This is an optimization exercise on Yosys and OpenROAD, whose aim is small area, not a production implementation.
In this exercise RTL edits were held to simulation tests only and were not proved equivalent to the original.
No activity file was given, so power comes from the tool's default toggle rates.

==> flow/design.v <==
`timescale 1ns/1ps
module fsmc_regs_top (
    input  logic                      clk,
    input  logic                      rst_n,
    input  logic                      nadv,
    input  logic                      nwe,
    input  logic                      noe,
    input  logic [18-1:0] ad_bus,
    output logic [18-1:0] ad_drive,
    output logic                      ad_drive_en
);
    localparam int dw    = 16;
    localparam int len   = 7;        
    localparam int rings = 10;
    logic          nadv_s, nwe_s;    
    logic [3:0]    noe_hist;         
    logic          en_q;
    logic [2:0]    phase;            
    logic          clr;              
    logic [5:0]    addr_q;           
    logic [5:0]    waddr_q;          
    logic [dw-1:0] wdata_q;          
    logic          wpend;
    logic          rpend;            
    logic [dw-1:0] rdata_q;
    logic          wr_end;
    logic [rings-1:0] wsel;          
    logic [dw-1:0] tap [rings];
    logic [dw-1:0] head [rings];     
    logic [dw-1:0] rword;
    logic [2:0]    phase_p;          
    logic          rhit;
    function automatic logic [rings-1:0] at_tap(input logic [5:0] k, input logic [2:0] ph);
        at_tap = '0;
        if (k[2:0] != 3'd7)
            at_tap[k[5:3]] = (ph == k[2:0]);
        else if (k[5:3] != 3'd7)
            at_tap[8] = (ph == k[5:3]);
        else
            at_tap[9] = 1'b1;
    endfunction
    always_ff @(posedge clk or negedge rst_n) begin
        if (!rst_n) begin
            nadv_s   <= 1'b1;
            nwe_s    <= 1'b1;
            noe_hist <= '0;
            en_q     <= 1'b0;
        end else begin
            nadv_s   <= nadv;
            nwe_s    <= nwe;
            noe_hist <= {noe_hist[2:0], ~noe};
            en_q     <= |noe_hist[3:1];
        end
    end
    always_ff @(posedge clk) begin
        if (!nadv)
            addr_q <= {ad_bus[17:16], ad_bus[3:0]};
    end
    always_ff @(posedge clk or negedge rst_n) begin
        if (!rst_n) begin
            phase <= '0;
            clr   <= 1'b1;
        end else begin
            phase <= (phase == 3'(len - 1)) ? '0 : phase + 1'b1;
            if (phase == 3'(len - 1))
                clr <= 1'b0;
        end
    end
    assign wr_end = nwe && !nwe_s;
    assign wsel   = wpend ? at_tap(waddr_q, phase) : '0;
    always_ff @(posedge clk) begin
        if (wr_end)
            waddr_q <= addr_q;
    end
    always_ff @(posedge clk or negedge rst_n) begin
        if (!rst_n) begin
            wdata_q <= '0;    
            wpend   <= 1'b0;
        end else begin
            if (wr_end)
                wdata_q <= ad_bus[dw-1:0];
            wpend <= wr_end || (wpend && !(|wsel));
        end
    end
    for (genvar r = 0; r < rings; r++) begin : g_ring
        localparam int n = (r == rings - 1) ? 1 : len;
        logic [n*dw-1:0] q;
        logic            we;
        assign we      = clr || wsel[r];
        assign tap[r]  = we ? wdata_q : q[n*dw-1 -: dw];
        assign head[r] = q[dw-1:0];
        always_ff @(posedge clk) begin
            if (n == 1)
                q <= tap[r];
            else
                q <= {q[n*dw-dw-1:0], tap[r]};
        end
    end
    assign phase_p = (phase == 3'd0) ? 3'(len - 1) : phase - 1'b1;
    assign rhit    = |at_tap(addr_q, phase_p);
    always_comb begin
        if (addr_q[2:0] != 3'd7)
            rword = head[addr_q[5:3]];
        else if (addr_q[5:3] != 3'd7)
            rword = head[8];
        else
            rword = head[9];
    end
    always_ff @(posedge clk or negedge rst_n) begin
        if (!rst_n)
            rpend <= 1'b0;
        else
            rpend <= (!nadv_s && nwe_s) || (rpend && !rhit);
    end
    always_ff @(posedge clk) begin
        if (rpend && rhit)
            rdata_q <= rword;
    end
    assign ad_drive    = {2'b00, rdata_q};
    assign ad_drive_en = en_q;
endmodule
export LEC_CHECK = 0
export CAP_MARGIN = 20
export CORE_MARGIN = 2
export CORE_UTILIZATION = 65
export CTS_BUF_LIST = sky130_fd_sc_hd__clkbuf_8
export CTS_CLUSTER_DIAMETER = 100
export CTS_CLUSTER_SIZE = 20
export SLEW_MARGIN = 20
create_clock -name core_clock -period 5.0 [get_ports {clk}]
run.sh (not shown) runs the stock make flow with config.mk's settings and CLKGATE_MAP_FILE= SYNTH_SCRIPT=/design/flow/synth_recipe.tcl, a recipe that flattens the netlist after the stock synthesis.
Rerun with:
--- a/flow/design.v
+++ b/flow/design.v
@@ -21,12 +21,15 @@
     logic [5:0]    waddr_q;          
     logic [dw-1:0] wdata_q;          
     logic          wpend;
     logic          rpend;            
     logic [dw-1:0] rdata_q;
     logic          wr_end;
+    logic [5:0]    waddr_d;
+    logic [dw-1:0] wdata_d;
+    logic          wact;
     logic [rings-1:0] wsel;          
     logic [dw-1:0] tap [rings];
     logic [dw-1:0] head [rings];     
     logic [dw-1:0] rword;
     logic [2:0]    phase_p;          
     logic          rhit;
@@ -63,34 +66,35 @@
         end else begin
             phase <= (phase == 3'(len - 1)) ? '0 : phase + 1'b1;
             if (phase == 3'(len - 1))
                 clr <= 1'b0;
         end
     end
-    assign wr_end = nwe && !nwe_s;
-    assign wsel   = wpend ? at_tap(waddr_q, phase) : '0;
+    assign wr_end  = nwe && !nwe_s;
+    assign waddr_d = wr_end ? addr_q : waddr_q;
+    assign wdata_d = wr_end ? ad_bus[dw-1:0] : wdata_q;
+    assign wact    = wr_end || wpend;
+    assign wsel    = wact ? at_tap(waddr_d, phase) : '0;
     always_ff @(posedge clk) begin
-        if (wr_end)
-            waddr_q <= addr_q;
+        waddr_q <= waddr_d;
     end
     always_ff @(posedge clk or negedge rst_n) begin
         if (!rst_n) begin
             wdata_q <= '0;    
             wpend   <= 1'b0;
         end else begin
-            if (wr_end)
-                wdata_q <= ad_bus[dw-1:0];
-            wpend <= wr_end || (wpend && !(|wsel));
+            wdata_q <= wdata_d;
+            wpend   <= wact && !(|wsel);
         end
     end
     for (genvar r = 0; r < rings; r++) begin : g_ring
         localparam int n = (r == rings - 1) ? 1 : len;
         logic [n*dw-1:0] q;
         logic            we;
         assign we      = clr || wsel[r];
-        assign tap[r]  = we ? wdata_q : q[n*dw-1 -: dw];
+        assign tap[r]  = we ? wdata_d : q[n*dw-1 -: dw];
         assign head[r] = q[dw-1:0];
         always_ff @(posedge clk) begin
             if (n == 1)
                 q <= tap[r];
             else
                 q <= {q[n*dw-dw-1:0], tap[r]};
Result: Hold slack improved by 7.4 ps; core utilization came out higher by 0.89 points; global-route usage came out higher by 1.4 points; die area came out lower by 1.3%; routed wire length came out higher by 4.4%; clock skew came out lower by 5.9 ps; non-clock buffer count came out higher by 9; sequential cell count is unchanged; final cell count came out higher by 3.5%; power came out higher by 6.0%; sequential share of layout area came out higher by 0.40 points; clock-buffer cell count came out higher by 1.

[afterwards: timing with drivers on the ports]
The results above use ideal ports. As a check the final layouts listed here were re-extracted and re-timed, cells and wires unchanged. Step 1 assumes that a clkbuf_16 drives the clock port and a buf_2 every other input. Step 2 also shifts input and output timing later by t, the mid clock arrival at the registers, as if the neighbouring blocks saw the same clock. Slacks: ideal ports / drivers / drivers and shift; pairs: ideal ports / drivers.
run	shift t [ns]	setup slack, ns	slew at the worst register clock pin (ns)
the first run	0.732	2.016 / 2.016 / 2.016	0.12 / 0.12
the second run	0.740	1.501 / 1.491 / 0.752	0.12 / 0.12
After both steps every run listed still meets setup and hold. For the second run, which loses most, drivers alone change the setup slack by -0.010 ns; drivers and shift together by -0.749 ns.
